Source: an optimization exercise on an open RTL-to-GDS flow (aim: small area). Production flows keep margins and buffers that such runs may drop.
Only simulation tests tie the RTL to the original design; equivalence was not proved.
Power and IR drop assume default switching activity.

Setup of the previous run:
Design load_queue, start of the top module:
module load_queue (
    input  logic        clk,
    input  logic        rst,
    input  logic        flsh,
    input  logic [4:0]  mis_pred_ld_ptr,
    input  logic [4:0]  cmmt_ld_ptr,
    input  logic [31:0] indx_ld_al,
    input  logic        mem_rd,
    input  logic [5:0]  indx_ls,
    input  logic [15:0] addr_ls,
    input  logic [5:0]  phy_addr_ld_in,
    input  logic        ld_grnt,
    input  logic        done,
    input  logic [15:0] data_ca,
    input  logic        fwd,
    input  logic        fwd_rdy,
    input  logic [15:0] data_sq,
    output logic        stll,
    output logic        ld_req,
    output logic [15:0] addr,
    output logic [5:0]  phy_addr_ld,
    output logic [5:0]  indx_ld,
    output logic [6:0]  indx_fwd,
    output logic [15:0] data_ld,
    output logic        vld_ld,
    output logic        reg_wrt_ld
);
    localparam int D = 24;
    logic [4:0] head, tail, tail_inc, tail_nxt;
    logic       full, full_nxt;
    logic [3:0] v;           
    logic       lanes_ok;    
    logic [3:0] a;           
    logic [2:0] n;
    always_comb begin
        for (int k = 0; k < 4; k++) v[k] = indx_ld_al[8*k+7];
        lanes_ok = (v[0] | ~v[1]) & (v[1] | ~v[2]) & (v[2] | ~v[3]);
        a = v & {4{lanes_ok}};
        n = 3'(a[0]) + 3'(a[1]) + 3'(a[2]) + 3'(a[3]);
    end
    always_comb begin
        logic [5:0] s;
        s = {1'b0, tail} + {3'b0, n};
        if (s >= 6'd24) s = s - 6'd24;
        tail_inc = s[4:0];
  ...
export LEC_CHECK = 0
export CAP_MARGIN = 0
export CORE_MARGIN = 2
export CORE_UTILIZATION = 60
export SLEW_MARGIN = 0
create_clock -name core_clock -period 10.0 [get_ports {clk}]
standard.sh (not shown) runs the stock make flow with config.mk's settings and CLKGATE_MAP_FILE= SYNTH_SCRIPT=/design/flow/synth_recipe.tcl, a recipe that flattens the netlist after the stock synthesis.
==> flow/flow/run.sh <==
#!/bin/bash
# Own layout flow: the standard ORFS flow with
#  - the standard synthesis script, except that ABC maps for area (flow/abc_area.script)
#  - port buffers of the smallest buffer cell
#  - CTS with small clusters of clkbuf_8 and no dummy loads
set -euo pipefail
here=$(pwd)
export MY_ABC_SCRIPT=$here/flow/abc_area.script
export BUFFER_PORTS_ARGS="-buffer_cell sky130_fd_sc_hd__buf_1"
export CTS_ARGS="-sink_clustering_enable -repair_clock_nets -dont_use_dummy_load -buf_list sky130_fd_sc_hd__clkbuf_8 -sink_clustering_size 16 -sink_clustering_max_diameter 60"
for s in FLOORPLAN GLOBAL_PLACE RESIZE DETAIL_PLACE REPAIR_TIMING_POST_PLACE CTS GLOBAL_ROUTE; do export PRE_${s}_TCL=$here/flow/dont_use.tcl; done
bash standard.sh SYNTH_SCRIPT=$here/flow/synth_custom.tcl finish > $here/flow_make.log 2>&1
==> flow/flow/abc_area.script <==
&get -n
&st
&syn2
&dch
&nf -a
&put
==> flow/flow/dont_use.tcl <==
set_dont_use [get_lib_cells {sky130_fd_sc_hd__buf_2 sky130_fd_sc_hd__buf_4 sky130_fd_sc_hd__buf_6 sky130_fd_sc_hd__buf_8 sky130_fd_sc_hd__buf_12 sky130_fd_sc_hd__buf_16}]
==> flow/flow/synth_custom.tcl <==
proc synth {args} { yosys synth -nofsm -noshare {*}$args }
set my_fh [open $::env(SCRIPTS_DIR)/synth.tcl]
set my_body [read $my_fh]
close $my_fh
set my_hook {source $::env(SCRIPTS_DIR)/synth_preamble.tcl}
set my_body [string map [list $my_hook "$my_hook\nset abc_args \[lreplace \$abc_args 1 1 \$::env(MY_ABC_SCRIPT)\]"] $my_body]
eval $my_body
# left out here: clear keep_hierarchy, flatten, clean up, hide names made inside functions, write 1_2_yosys.v
The final report for the previous run shows a completed flow and a layout that fails verification, specifically capacitance limit, slew limit.
Here is what was changed in the inputs of the current run compared with the previous run.
diff --git a/flow/flow/run.sh b/flow/flow/run.sh
--- a/flow/flow/run.sh
+++ b/flow/flow/run.sh
@@ -11 +10,0 @@
-for s in FLOORPLAN GLOBAL_PLACE RESIZE DETAIL_PLACE REPAIR_TIMING_POST_PLACE CTS GLOBAL_ROUTE; do export PRE_${s}_TCL=$here/flow/dont_use.tcl; done
removed: flow/flow/dont_use.tcl
--- outcome ---
- The current run finished every step from synthesis to the final layout, and the layout passed the timing, design-rule and antenna checks.
- The sequential share of layout area reported for the current run is smaller than that of the previous run by 0.32 points.
- The current run ended up with full$_DFF_PN0_ as its capture point of the worst path; the previous run ended up with addr[6].
- Taking the previous run as the reference, in the current run routed wire length went down, number of endpoints with negative hold slack in the final report held steady, met3 wire length saw a decrease, highest net fanout along the worst path fell by 1, clock-pin slew reported for the worst setup and hold paths after clock tree synthesis has increased.

Another version of the RTL of load_queue (not shown whole).
Size in the first run: about 2000 cells after synthesis, about 770 flip-flops, about 170 I/O pins.
==> flow/config.mk <==
export PLATFORM = sky130hd
export DESIGN_NAME = load_queue
export DESIGN_NICKNAME = load_queue
export VERILOG_FILES = /design/flow/design.v
export SDC_FILE = /design/flow/constraint.sdc
export NUM_CORES = 4
export LEC_CHECK = 0
export CAP_MARGIN = 0
export CORE_MARGIN = 2
export CORE_UTILIZATION = 60
export SLEW_MARGIN = 0
==> flow/constraint.sdc <==
create_clock -name core_clock -period 10.0 [get_ports {clk}]
set_input_delay 2.0000 -clock core_clock [delete_from_list [all_inputs] [get_ports {clk}]]
set_output_delay 2.0000 -clock core_clock [all_outputs]
set_load 0.01 [all_outputs]
==> flow/flow/run.sh <==
#!/bin/bash
# Own layout flow: the standard ORFS flow with
#  - the standard synthesis script, except that ABC maps for area (flow/abc_area.script)
#  - port buffers of the smallest buffer cell
#  - CTS with small clusters of clkbuf_8 and no dummy loads
set -euo pipefail
here=$(pwd)
export MY_ABC_SCRIPT=$here/flow/abc_area.script
export BUFFER_PORTS_ARGS="-buffer_cell sky130_fd_sc_hd__buf_1"
export CTS_ARGS="-sink_clustering_enable -repair_clock_nets -dont_use_dummy_load -buf_list sky130_fd_sc_hd__clkbuf_8 -sink_clustering_size 16 -sink_clustering_max_diameter 60"
bash standard.sh SYNTH_SCRIPT=$here/flow/synth_custom.tcl finish > $here/flow_make.log 2>&1
==> flow/flow/abc_area.script <==
&get -n
&st
&dch
&nf -a
&put
Scripts as last shown in full above: flow/flow/synth_custom.tcl
Change:
==> flow/run.sh (new file) <==
#!/bin/bash
# synth_recipe.tcl (not shown) runs the flow's synth.tcl, then flattens the netlist and writes it again
# the make line also repeats each setting of config.mk as NAME=value (left out here)
make -C /OpenROAD-flow-scripts/flow DESIGN_CONFIG=/design/flow/config.mk WORK_HOME=/design/flow/orfs CLKGATE_MAP_FILE= SYNTH_SCRIPT=/design/flow/synth_recipe.tcl finish
- CAP_MARGIN: 0 -> 20
- CORE_UTILIZATION: 60 -> 40
- SLEW_MARGIN: 0 -> 20
removed: flow/flow/run.sh
removed: flow/flow/abc_area.script
removed: flow/flow/synth_custom.tcl
removed: flow/standard.sh
=> The new run finished with timing, DRC and antenna clean; die area climbs by well over a third; global-route usage drops by 8.5 points; routed wire length climbs by about a fifth.
Change:
- CAP_MARGIN: 20 -> 0
- CORE_UTILIZATION: 40 -> 60
- CTS_BUF_LIST: not set -> sky130_fd_sc_hd__clkbuf_16
- CTS_CLUSTER_DIAMETER: not set -> 80
- CTS_CLUSTER_SIZE: not set -> 22
- SLEW_MARGIN: 20 -> 0
Total power came out lower by about 10%.
Routed wire length came out lower by 6.6%.
Worst setup slack gains 50 ps.
Utilization came out higher by 21 points.
Global-route usage came out higher by 10 points.
Cell area came out lower by 4.3%.
Change:
- CTS_BUF_LIST: sky130_fd_sc_hd__clkbuf_16 -> sky130_fd_sc_hd__clkbuf_4
- CTS_CLUSTER_DIAMETER: 80 -> not set
- CTS_CLUSTER_SIZE: 22 -> not set
What happened: Synthesized area stays the same. Total power went up by 8.4%. Cell count went up by 9.7%. Count of clock-buffer cells in the layout went up by 237. Global-route usage went up by 1.0 points. Core utilization went up by 2.1 points. Sequential share of layout area went down by 1.9 points. Design area went up by 3.1%. Register-to-register slack gains 70 ps. Via count went up by 5.3%.

Setup of job 5231:
load_queue, a different RTL version from the one above (not shown whole).
Size: about 2,900 cells after synthesis, about 170 I/O pins, about 0.029 sq mm of cells after synthesis.
Design load_queue, start of the top module:
module load_queue (
    input  logic        clk,
    input  logic        rst,
    input  logic        flsh,
    input  logic [4:0]  mis_pred_ld_ptr,
    input  logic [4:0]  cmmt_ld_ptr,
    input  logic [31:0] indx_ld_al,
    input  logic        mem_rd,
    input  logic [5:0]  indx_ls,
    input  logic [15:0] addr_ls,
    input  logic [5:0]  phy_addr_ld_in,
    input  logic        ld_grnt,
    input  logic        done,
    input  logic [15:0] data_ca,
    input  logic        fwd,
    input  logic        fwd_rdy,
    input  logic [15:0] data_sq,
    output logic        stll,
    output logic        ld_req,
    output logic [15:0] addr,
    output logic [5:0]  phy_addr_ld,
    output logic [5:0]  indx_ld,
    output logic [6:0]  indx_fwd,
    output logic [15:0] data_ld,
    output logic        vld_ld,
    output logic        reg_wrt_ld
);
export LEC_CHECK = 0
export CAP_MARGIN = 20
export CORE_MARGIN = 2
export CORE_UTILIZATION = 60
export SLEW_MARGIN = 20
create_clock -name core_clock -period 10.0 [get_ports {clk}]
==> flow/flow/run.sh <==
#!/bin/bash
# Own layout flow: the standard ORFS flow with
#  - the standard synthesis script, except that ABC maps for area (flow/abc_area.script)
#    and the entry storage module (lq_entry) is mapped on its own before the
#    design is flattened, so that its enable and inverted-enable inputs stay
#    separate signals for ABC
#  - port buffers of the smallest buffer cell, and only small buffers (buf_1, buf_2) for repair
#  - CTS with clusters of up to 18 sinks on clkbuf_8 and no dummy loads
#  - a 30% repair margin for the repair on global-route parasitics
set -euo pipefail
here=$(pwd)
export MY_ABC_SCRIPT=$here/flow/abc_area.script
export SYNTH_KEEP_MODULES=lq_entry
export BUFFER_PORTS_ARGS="-buffer_cell sky130_fd_sc_hd__buf_1"
export CTS_ARGS="-sink_clustering_enable -repair_clock_nets -dont_use_dummy_load -buf_list sky130_fd_sc_hd__clkbuf_8 -sink_clustering_size 18 -sink_clustering_max_diameter 60"
for s in FLOORPLAN GLOBAL_PLACE RESIZE DETAIL_PLACE REPAIR_TIMING_POST_PLACE CTS; do export PRE_${s}_TCL=$here/flow/dont_use.tcl; done
export PRE_GLOBAL_ROUTE_TCL=$here/flow/grt.tcl
bash standard.sh SYNTH_SCRIPT=$here/flow/synth_custom.tcl finish > $here/flow_make.log 2>&1
==> flow/flow/abc_area.script <==
&get -n
&st
&dc2
&dc2
&syn2
&dch -f
&nf -a -E 100 -R 1000
&st
&dc2
&dch -f
&nf -a -E 100 -R 1000
&put
==> flow/flow/dont_use.tcl <==
# Repair buffers: only the small buf_1 / buf_2
set_dont_use [get_lib_cells {sky130_fd_sc_hd__buf_4 sky130_fd_sc_hd__buf_6 sky130_fd_sc_hd__buf_8 sky130_fd_sc_hd__buf_12 sky130_fd_sc_hd__buf_16 sky130_fd_sc_hd__clkdlybuf4s* sky130_fd_sc_hd__dlygate4sd* sky130_fd_sc_hd__dlymetal6s*}]
==> flow/flow/grt.tcl <==
# Before global routing: small repair buffers only, and a wider repair margin
# for the repair that runs on global-route parasitics, which read lower than
# the extracted parasitics of the routed layout
source [file join [file dirname [info script]] dont_use.tcl]
set ::env(CAP_MARGIN) 30
set ::env(SLEW_MARGIN) 30
==> flow/flow/synth_custom.tcl <==
proc synth {args} { yosys synth -nofsm -noshare {*}$args }
set my_fh [open $::env(SCRIPTS_DIR)/synth.tcl]
set my_body [read $my_fh]
close $my_fh
set my_hook {source $::env(SCRIPTS_DIR)/synth_preamble.tcl}
set my_body [string map [list $my_hook "$my_hook\nset abc_args \[lreplace \$abc_args 1 1 \$::env(MY_ABC_SCRIPT)\]"] $my_body]
eval $my_body
# left out here: clear keep_hierarchy, flatten, clean up, hide names made inside functions, write 1_2_yosys.v
Job 5231 closes out successfully: all stages finished, all timing, DRC and antenna checks passed.
### job 5231 -> job 6099
==> flow/flow/run.sh <==
#!/bin/bash
# Own layout flow: the standard ORFS flow with
#  - the standard synthesis script, except that ABC maps for area (flow/abc_area.script)
#    and the entry storage module (lq_entry) is mapped on its own before the
#    design is flattened, so that its enable and inverted-enable inputs stay
#    separate signals for ABC
#  - port buffers of the smallest buffer cell, and repair buffers of that size only
#  - CTS with small clusters of clkbuf_8 and no dummy loads
set -euo pipefail
here=$(pwd)
export MY_ABC_SCRIPT=$here/flow/abc_area.script
export SYNTH_KEEP_MODULES=lq_entry
export BUFFER_PORTS_ARGS="-buffer_cell sky130_fd_sc_hd__buf_1"
export CTS_ARGS="-sink_clustering_enable -repair_clock_nets -dont_use_dummy_load -buf_list sky130_fd_sc_hd__clkbuf_8 -sink_clustering_size 16 -sink_clustering_max_diameter 60"
for s in FLOORPLAN GLOBAL_PLACE RESIZE DETAIL_PLACE REPAIR_TIMING_POST_PLACE CTS GLOBAL_ROUTE; do export PRE_${s}_TCL=$here/flow/dont_use.tcl; done
bash standard.sh SYNTH_SCRIPT=$here/flow/synth_custom.tcl finish > $here/flow_make.log 2>&1
==> flow/flow/abc_area.script <==
&get -n
&st
&dc2
&dc2
&syn2
&dch -f
&nf -a -E 100 -R 1000
&put
removed: flow/flow/grt.tcl
### Flow results
Job 6099 has completed all stages; timing, DRC and antenna checks passed. Share of post-route cells with drive strength above 1: job 6099 vs job 5231 down 1.7 points. Re non-clock buffer count: job 6099 is 5 up on job 5231. Job 6099 -> job 5231: die outline height flat. The maximum clock frequency of job 6099 is higher than that of job 5231. The number of global-route vias before repair number comes out higher for job 5231 vs job 6099. Diff job 5231 -> job 6099: net count of the mapped netlist increased by about 1.2% relative to the old numbers, clock skew grew by 33 ps, utilization of the core after routing dropped 0.19 points.
## Diff of input files: job 4257 against job 6099
diff --git a/flow/flow/run.sh b/flow/flow/run.sh
--- a/flow/flow/run.sh
+++ b/flow/flow/run.sh
@@ -7,2 +7,3 @@
-#  - port buffers of the smallest buffer cell, and repair buffers of that size only
-#  - CTS with small clusters of clkbuf_8 and no dummy loads
+#  - port buffers of the smallest buffer cell, and only small buffers (buf_1, buf_2) for repair
+#  - CTS with clusters of up to 18 sinks on clkbuf_8 and no dummy loads
+#  - a 40% repair margin for the repair on global-route parasitics
@@ -14,2 +15,3 @@
-export CTS_ARGS="-sink_clustering_enable -repair_clock_nets -dont_use_dummy_load -buf_list sky130_fd_sc_hd__clkbuf_8 -sink_clustering_size 16 -sink_clustering_max_diameter 60"
-for s in FLOORPLAN GLOBAL_PLACE RESIZE DETAIL_PLACE REPAIR_TIMING_POST_PLACE CTS GLOBAL_ROUTE; do export PRE_${s}_TCL=$here/flow/dont_use.tcl; done
+export CTS_ARGS="-sink_clustering_enable -repair_clock_nets -dont_use_dummy_load -buf_list sky130_fd_sc_hd__clkbuf_8 -sink_clustering_size 18 -sink_clustering_max_diameter 60"
+for s in FLOORPLAN GLOBAL_PLACE RESIZE DETAIL_PLACE REPAIR_TIMING_POST_PLACE CTS; do export PRE_${s}_TCL=$here/flow/dont_use.tcl; done
+export PRE_GLOBAL_ROUTE_TCL=$here/flow/grt.tcl
==> flow/flow/abc_area.script <==
&get -n
&st
&dc2
&dc2
&syn2
&dch -f
&nf -a -E 100 -R 1000
&st
&dc2
&dch -f
&nf -a -E 100 -R 1000
&put
==> flow/flow/grt.tcl (new file) <==
# Before global routing: small repair buffers only, and a wider repair margin
# for the repair that runs on global-route parasitics, which read lower than
# the extracted parasitics of the routed layout
source [file join [file dirname [info script]] dont_use.tcl]
set ::env(CAP_MARGIN) 40
set ::env(SLEW_MARGIN) 40
==> comparison <==
On job 4257: switching power share of the total is 0.61 points higher than what job 6099 gave. Going from job 6099 to job 4257, total power density per cell area went up 2.1%; cell count after placement went down 44; worst supply voltage drop on vdd went down 0.011 mV; number of violations reported at the end of detailed-routing iteration 0 went down about 1.1%.
> inputs changed (job 4257 -> job 5531)
# job 4257
export LEC_CHECK = 0
export CAP_MARGIN = 20
export CORE_MARGIN = 2
export CORE_UTILIZATION = 60
export SLEW_MARGIN = 20
create_clock -name core_clock -period 10.0 [get_ports {clk}]
# job 5531
export LEC_CHECK = 0
export CAP_MARGIN = 10
export CORE_MARGIN = 2
export CORE_UTILIZATION = 60
export SLEW_MARGIN = 10
create_clock -name core_clock -period 10.0 [get_ports {clk}]
==> flow/flow/run.sh <==
#!/bin/bash
# Own layout flow: the standard ORFS flow with
#  - the standard synthesis script, except that ABC maps for area (flow/abc_area.script)
#    and the entry storage module (lq_entry) is mapped on its own before the
#    design is flattened, so that its enable and inverted-enable inputs stay
#    separate signals for ABC
#  - port buffers of the smallest buffer cell, and repair buffers of that size only
#  - CTS with small clusters of clkbuf_8 and no dummy loads
set -euo pipefail
here=$(pwd)
export MY_ABC_SCRIPT=$here/flow/abc_area.script
export SYNTH_KEEP_MODULES=lq_entry
export BUFFER_PORTS_ARGS="-buffer_cell sky130_fd_sc_hd__buf_1"
export CTS_ARGS="-sink_clustering_enable -repair_clock_nets -dont_use_dummy_load -buf_list sky130_fd_sc_hd__clkbuf_8 -sink_clustering_size 16 -sink_clustering_max_diameter 60"
for s in FLOORPLAN GLOBAL_PLACE RESIZE DETAIL_PLACE REPAIR_TIMING_POST_PLACE CTS GLOBAL_ROUTE; do export PRE_${s}_TCL=$here/flow/dont_use.tcl; done
bash standard.sh SYNTH_SCRIPT=$here/flow/synth_custom.tcl finish > $here/flow_make.log 2>&1
==> flow/flow/abc_area.script <==
&get -n
&st
&dc2
&dc2
&syn2
&dch -f
&nf -a -E 100 -R 1000
&put
removed: flow/flow/grt.tcl
Notes after the runs:
- Job 5531 finished all stages; however, its layout fails the closing checks, the failures being capacitance limit, slew limit.
- Job 5531 and job 4257 ended up with roughly the same starting utilization of the core area.
- In job 5531, the fraction of power consumed by combinational cells came out 1.5 points below the value in job 4257.
- Number of max-slew violations in the final report was lower in job 4257 than in job 5531.

separate check: timing with driven ports:
Ports are ideal in the flow. The routed layouts listed here were re-timed in OpenROAD. Step 1 assumes that a clkbuf_16 drives the clock port and a buf_2 every other input. Step 2 also shifts input and output timing later by t, the mid clock arrival at the registers, as if the neighbouring blocks saw the same clock. Slacks: no drivers / after step 1 / after step 2; pairs: no drivers / after step 1.
| run | shift t [ns] | slack for setup (ns) | slew at the worst register clock pin (ns) | worst slew at a driven data input, ns |
|---|---|---|---|---|
| the previous run | 0.742 | 3.566 / 3.508 / 3.192 | 0.11 / 0.11 | 0.09 |
| the current run | 0.719 | 2.866 / 2.905 / 2.186 | 0.11 / 0.11 | 0.08 |
| the first run of note 2 | 0.736 | 3.336 / 3.376 / 2.640 | 0.11 / 0.11 | 0.09 |
| the second run of note 2 | 0.694 | 4.488 / 4.531 / 3.837 | 0.06 / 0.06 | 0.14 |
| the third run of note 2 | 0.656 | 4.539 / 4.478 / 3.923 | 0.10 / 0.10 | 0.09 |
| the fourth run of note 2 | 1.075 | 4.149 / 4.092 / 3.906 | 0.08 / 0.08 | 0.09 |
| job 5231 | 0.778 | 1.757 / 1.794 / 1.015 | 0.12 / 0.12 | 0.04 |
| job 6099 | 0.771 | 1.797 / 1.834 / 1.063 | 0.11 / 0.11 | 0.05 |
| job 4257 | 0.777 | 1.734 / 1.769 / 0.992 | 0.12 / 0.12 | 0.04 |
| job 5531 | 0.781 | 1.759 / 1.797 / 1.016 | 0.11 / 0.11 | 0.04 |
For job 5531, which loses most, drivers alone change the setup slack by +0.038 ns; drivers and shift together by -0.743 ns.
